This is an optimization exercise on Yosys and OpenROAD, whose aim is small area, a short achievable clock period and few clock cycles per item, not a production implementation.
Where RTL was checked, it was by simulation tests only, not by an equivalence proof against the original.

rev 12:
==> flow/design.v (excerpt) <==
module window_stack_hit_test_move_to_front_top
#(
  parameter int unsigned MAX_WINDOWS = 16,
  parameter int unsigned COORD_BITS  = 12
) (
  input  logic                  clk_i,
  input  logic                  rst_ni,
  input  logic                  in_valid_i,
  output logic                  in_ready_o,
  input  logic                  in_operation_i,
  input  logic [COORD_BITS-1:0] in_x_low_i,
  input  logic [COORD_BITS-1:0] in_y_low_i,
  input  logic [COORD_BITS-1:0] in_x_high_i,
  input  logic [COORD_BITS-1:0] in_y_high_i,
  output logic                  out_valid_o,
  input  logic                  out_ready_i,
  output logic [4:0]            out_window_id_o,
  output logic                  out_ignored_o,
  output logic                  out_store_full_o
);
==> module wsht_cell, before the edit <==
module wsht_cell
#(
  parameter int unsigned COORD_BITS = 12
) (
  input  logic                  clk_i,
  input  logic                  we_i,
  input  logic [COORD_BITS-1:0] xl_i,
  input  logic [COORD_BITS-1:0] yl_i,
  input  logic [COORD_BITS-1:0] xh_i,
  input  logic [COORD_BITS-1:0] yh_i,
  input  logic [COORD_BITS-1:0] px_i,
  input  logic [COORD_BITS-1:0] py_i,
  output logic                  hit_o
);
  logic [COORD_BITS-1:0] xl_q, yl_q, xh_q, yh_q;
  assign hit_o = (px_i >= xl_q) && (px_i <= xh_q)
              && (py_i >= yl_q) && (py_i <= yh_q);
  always_ff @(posedge clk_i) begin
    if (we_i) begin
      xl_q <= xl_i;
      yl_q <= yl_i;
      xh_q <= xh_i;
      yh_q <= yh_i;
    end
  end
endmodule
Settings: LEC_CHECK=0, CAP_MARGIN=20, CORE_MARGIN=2, CORE_UTILIZATION=40, PLACE_DENSITY=0.6, SLEW_MARGIN=20; clock period 4.5 ns.
run.sh (not shown) runs the stock make flow with config.mk's settings and CLKGATE_MAP_FILE= SYNTH_SCRIPT=/design/flow/synth_recipe.tcl, a recipe that flattens the netlist after the stock synthesis.
Testbench counts of rev 12, summed over its fixed seeds: cycles 4,816, items 4,800.
## Diff of input files: rev 13 against rev 12
-- flow/design.v --
<<< rev 12, line 26
);
  logic [COORD_BITS-1:0] xl_q, yl_q, xh_q, yh_q;
  assign hit_o = (px_i >= xl_q) && (px_i <= xh_q)
              && (py_i >= yl_q) && (py_i <= yh_q);
  always_ff @(posedge clk_i) begin
    if (we_i) begin
>>> rev 13, line 26
);
  logic [COORD_BITS-1:0] xl_q, yl_q, xh_q, yh_q;
  function automatic logic ge(input logic [COORD_BITS-1:0] a,
                              input logic [COORD_BITS-1:0] b);
    logic r;
    r = 1'b1;
    for (int i = 0; i < COORD_BITS; i++) begin
      r = (a[i] & ~b[i]) | ((a[i] | ~b[i]) & r);
    end
    ge = r;
  endfunction
  assign hit_o = ge(px_i, xl_q) && ge(xh_q, px_i)
              && ge(py_i, yl_q) && ge(yh_q, py_i);
  always_ff @(posedge clk_i) begin
    if (we_i) begin
### Flow results
- Rev 13 vs rev 12: overall track demand over capacity in global routing up
- From rev 12 to rev 13 the numbers moved as follows: number of clock-tree buffers in the layout has decreased, number of cells after detailed placement has decreased, non-clock buffer count has increased, fraction of synthesized area in multiplexers has remained practically unchanged, sequential share of layout area has increased.
- On worst slack on hold paths: rev 13 sits below rev 12.
- Global routing usage on met1: rev 12 and rev 13 compared, lower one is rev 12
- Rev 13 vs. rev 12: post-synthesis to final-layout area growth went up by 2.3 points.
- Class of the tightest hold or removal check: register to register -> rev 12, input pin to async pin -> rev 13
- The flow did not stop early for rev 13: all stages ran, and the layout cleared the timing, design-rule and antenna checks.
- Rev 13 vs. rev 12: maximum frequency shows a reduction of 25%; setup slack shows a reduction of 1.05 ns.
Testbench counts of rev 13, summed over its fixed seeds: cycles 4,816, items 4,800.

========
Another version of the RTL of window_stack_hit_test_move_to_front_top (not shown whole).
Size in the first run: about 3700 cells after synthesis, ~1000 flip-flops.
Settings: LEC_CHECK=0, CAP_MARGIN=20, CORE_MARGIN=2, CORE_UTILIZATION=40, CTS_CLUSTER_DIAMETER=120, CTS_CLUSTER_SIZE=22, PLACE_DENSITY=0.6, SETUP_SLACK_MARGIN=2.3, SLEW_MARGIN=20; clock period 4.5 ns.
standard.sh (not shown) runs the stock make flow with config.mk's settings and CLKGATE_MAP_FILE= SYNTH_SCRIPT=/design/flow/synth_recipe.tcl, a recipe that flattens the netlist after the stock synthesis.
==> flow/flow/run.sh <==
#!/bin/bash
# Standard layout (the standard.sh, standard synthesis unchanged) with two
# resizer options changed: repair may swap a cell for any footprint, and the
# port buffers are plain buffers instead of delay cells.
set -uo pipefail
bash standard.sh MATCH_CELL_FOOTPRINT=0 \
  "BUFFER_PORTS_ARGS=-buffer_cell sky130_fd_sc_hd__buf_4" \
  finish > standard.log 2>&1
Testbench counts at the start, summed over its fixed seeds: cycles 4,824, items 4,800.
Next try:
--- a/flow/design.v
+++ b/flow/design.v
@@ -16,27 +16,29 @@
 ) (
   input  logic                  clk_i,
   input  logic                  we_i,
   input  logic [COORD_BITS-1:0] xl_i,
   input  logic [COORD_BITS-1:0] yl_i,
   input  logic [COORD_BITS-1:0] xh_i,
   input  logic [COORD_BITS-1:0] yh_i,
   input  logic [COORD_BITS-1:0] px_i,
   input  logic [COORD_BITS-1:0] py_i,
-  output logic [3:0]            hit_o    
+  output logic                  hit_x_o,
+  output logic                  hit_y_o
 );
   logic [COORD_BITS-1:0] xl_q, yl_q, xh_q, yh_q;
   logic                  ge_xl, le_xh, ge_yl, le_yh;
   wsht_ge #(.W(COORD_BITS)) u_ge_xl (.a_i(px_i), .b_i(xl_q), .ge_o(ge_xl));
   wsht_ge #(.W(COORD_BITS)) u_le_xh (.a_i(xh_q), .b_i(px_i), .ge_o(le_xh));
   wsht_ge #(.W(COORD_BITS)) u_ge_yl (.a_i(py_i), .b_i(yl_q), .ge_o(ge_yl));
   wsht_ge #(.W(COORD_BITS)) u_le_yh (.a_i(yh_q), .b_i(py_i), .ge_o(le_yh));
-  assign hit_o = {le_yh, ge_yl, le_xh, ge_xl};
+  assign hit_x_o = ge_xl & le_xh;
+  assign hit_y_o = ge_yl & le_yh;
   always_ff @(posedge clk_i) begin
     if (we_i) begin
       xl_q <= xl_i;
       yl_q <= yl_i;
       xh_q <= xh_i;
       yh_q <= yh_i;
     end
   end
 endmodule
@@ -91,19 +93,19 @@
   output logic                  out_ignored_o,
   output logic                  out_store_full_o
 );
   localparam int unsigned NW   = MAX_WINDOWS;
   localparam int unsigned ID_W = wsht_pkg::ID_W;
   logic                  busy_q;       
   logic                  accept;
   logic [NW-1:0]         used_q;       
   logic [NW-1:0]         free_first;   
-  logic [3:0]            hit_b [NW];
+  logic [NW-1:0]         hit_x, hit_y;
   logic                  is_full;
   logic                  is_load;
   assign accept  = in_valid_i && !busy_q;
   logic [NW-1:0] wr_slot_q;
   logic [NW-1:0] used_d;
   logic          busy_d;
   assign is_load = (in_operation_i == wsht_pkg::OP_LOAD);
   assign is_full = used_q[NW-1];
   for (genvar i = 0; i < NW; i++) begin : g_slot
@@ -117,22 +119,23 @@
     ) u_cell (
       .clk_i   (clk_i),
       .we_i    (in_valid_i && is_load && wr_slot_q[i]),
       .xl_i    (in_x_low_i),
       .yl_i    (in_y_low_i),
       .xh_i    (in_x_high_i),
       .yh_i    (in_y_high_i),
       .px_i    (in_x_low_i),
       .py_i    (in_y_low_i),
-      .hit_o   (hit_b[i])
+      .hit_x_o (hit_x[i]),
+      .hit_y_o (hit_y[i])
     );
   end
-  logic [3:0]    hb_q [NW];     
+  logic [NW-1:0] hx_q, hy_q;    
   logic          s2_click_q;    
   logic          s2_load_q;     
   logic          s2_full_q;     
   assign used_d = (accept && is_load) ? {used_q[NW-2:0], 1'b1} : used_q;
   always_ff @(posedge clk_i or negedge rst_ni) begin
     if (!rst_ni) begin
       used_q     <= '0;
       wr_slot_q  <= NW'(1);
       s2_click_q <= 1'b0;
@@ -143,59 +146,55 @@
       s2_load_q  <= accept && is_load && !is_full;
       s2_full_q  <= accept && is_load && is_full;
       used_q     <= used_d;
       for (int i = 0; i < NW; i++) begin
         wr_slot_q[i] <= !busy_d && !used_d[i] && (i == 0 || used_d[(i + NW - 1) % NW]);
       end
     end
   end
   always_ff @(posedge clk_i) begin
-    for (int i = 0; i < NW; i++) hb_q[i] <= {hit_b[i][3:1], hit_b[i][0] & used_q[i]};
+    hx_q <= hit_x & used_q;
+    hy_q <= hit_y;
   end
   logic [NW-1:0] above_q [NW];
   logic [NW-1:0] hit;           
   logic [NW-1:0] newest;        
   logic [NW-1:0] blocked;       
   logic [NW-1:0] top;           
   for (genvar i = 0; i < NW; i++) begin : g_newest
     if (i == NW - 1) begin : g_last
       assign newest[i] = used_q[i];
     end else begin : g_rest
       assign newest[i] = used_q[i] && !used_q[i+1];
     end
   end
-  for (genvar i = 0; i < NW; i++) begin : g_hit
-    assign hit[i] = &hb_q[i];
-  end
-  logic [NW-1:0] above_n [NW];
-  logic [NW-1:0] top_q;
-  for (genvar i = 0; i < NW; i++) begin : g_row
-    for (genvar j = 0; j < NW; j++) begin : g_col
-      if (j > i) begin : g_pair
-        assign above_n[i][j] = top_q[i] | (above_q[i][j] & ~top_q[j]);
-        always_ff @(posedge clk_i) begin
-          above_q[i][j] <= above_n[i][j];
-        end
-      end else begin : g_none
-        assign above_n[i][j] = 1'b0;
-      end
-    end
-  end
+  assign hit = hx_q & hy_q;
   always_comb begin
     for (int i = 0; i < NW; i++) begin
       blocked[i] = 1'b0;
       for (int j = 0; j < NW; j++) begin
-        if (j < i) blocked[i] = blocked[i] | (hit[j] &  above_n[j][i]);
-        if (j > i) blocked[i] = blocked[i] | (hit[j] & ~above_n[i][j]);
-      end
-    end
-  end
-  assign top = ({NW{s2_click_q}} & hit & ~blocked) | ({NW{s2_load_q}} & newest);
+        if (j < i) blocked[i] = blocked[i] | (hit[j] &  above_q[j][i]);
+        if (j > i) blocked[i] = blocked[i] | (hit[j] & ~above_q[i][j]);
+      end
+    end
+  end
+  logic          hit_prev;
+  logic [NW-1:0] top_q;
+  assign hit_prev = |(hit & top_q);
+  assign top = ({NW{s2_click_q}} & (hit_prev ? top_q : (hit & ~blocked)))
+             | ({NW{s2_load_q}} & newest);
+  for (genvar i = 0; i < NW; i++) begin : g_row
+    for (genvar j = i + 1; j < NW; j++) begin : g_col
+      always_ff @(posedge clk_i) begin
+        above_q[i][j] <= top_q[i] | (above_q[i][j] & ~top_q[j]);
+      end
+    end
+  end
   logic          s3_valid_q;
   logic          s3_ign_q;
   logic          s3_full_q;
   always_ff @(posedge clk_i or negedge rst_ni) begin
     if (!rst_ni) begin
       s3_valid_q <= 1'b0;
     end else begin
       s3_valid_q <= s3_next;
     end
Outcome:
- The new run finished clean
- wire length is lower by 7.3%
- core utilization is higher by 0.73 points
- worst hold slack gets better by 0.010 ns
- cell area is lower by about 2%
- first-iteration DRC count is lower by 0.48%
For the second run of this note, only the layout was checked, not whether the RTL still works.

[static timing again, ports no longer ideal]
The flow's constraints put no driver on any port. The routed layouts listed below were extracted and timed again, unchanged, in two steps.
Step 1 assumes that a clkbuf_16 drives the clock port and a buf_2 every other input.
Step 2 adds t to the input delays and takes it off the output delays; t is the mean of the earliest and latest rising clock arrival at the registers after step 1. Input paths then give back, and output paths get back, about the clock's delay inside the block.
Slacks: no drivers / after step 1 / after step 2; pairs: no drivers / after step 1.
| run | shift t [ns] | setup slack, ns | worst slew at a driven data input, ns | cell pins on the clock port's net |
|---|---|---|---|---|
| rev 12 | 0.760 | 1.402 / 1.408 / 0.688 | 0.05 | 1 |
| rev 13 | 0.744 | 0.351 / 0.391 / -0.353 | 0.13 | 1 |
| the first run of note 2 | 0.760 | 2.251 / 2.255 / 1.494 | 0.08 | 1 |
| the second run of note 2 | 0.743 | 2.264 / 2.219 / 1.476 | 0.20 | 1 |
Met with ideal ports but missed after step 2: setup timing in rev 13. For the second run of note 2, which loses most, drivers alone change the setup slack by -0.045 ns; drivers and shift together by -0.788 ns.
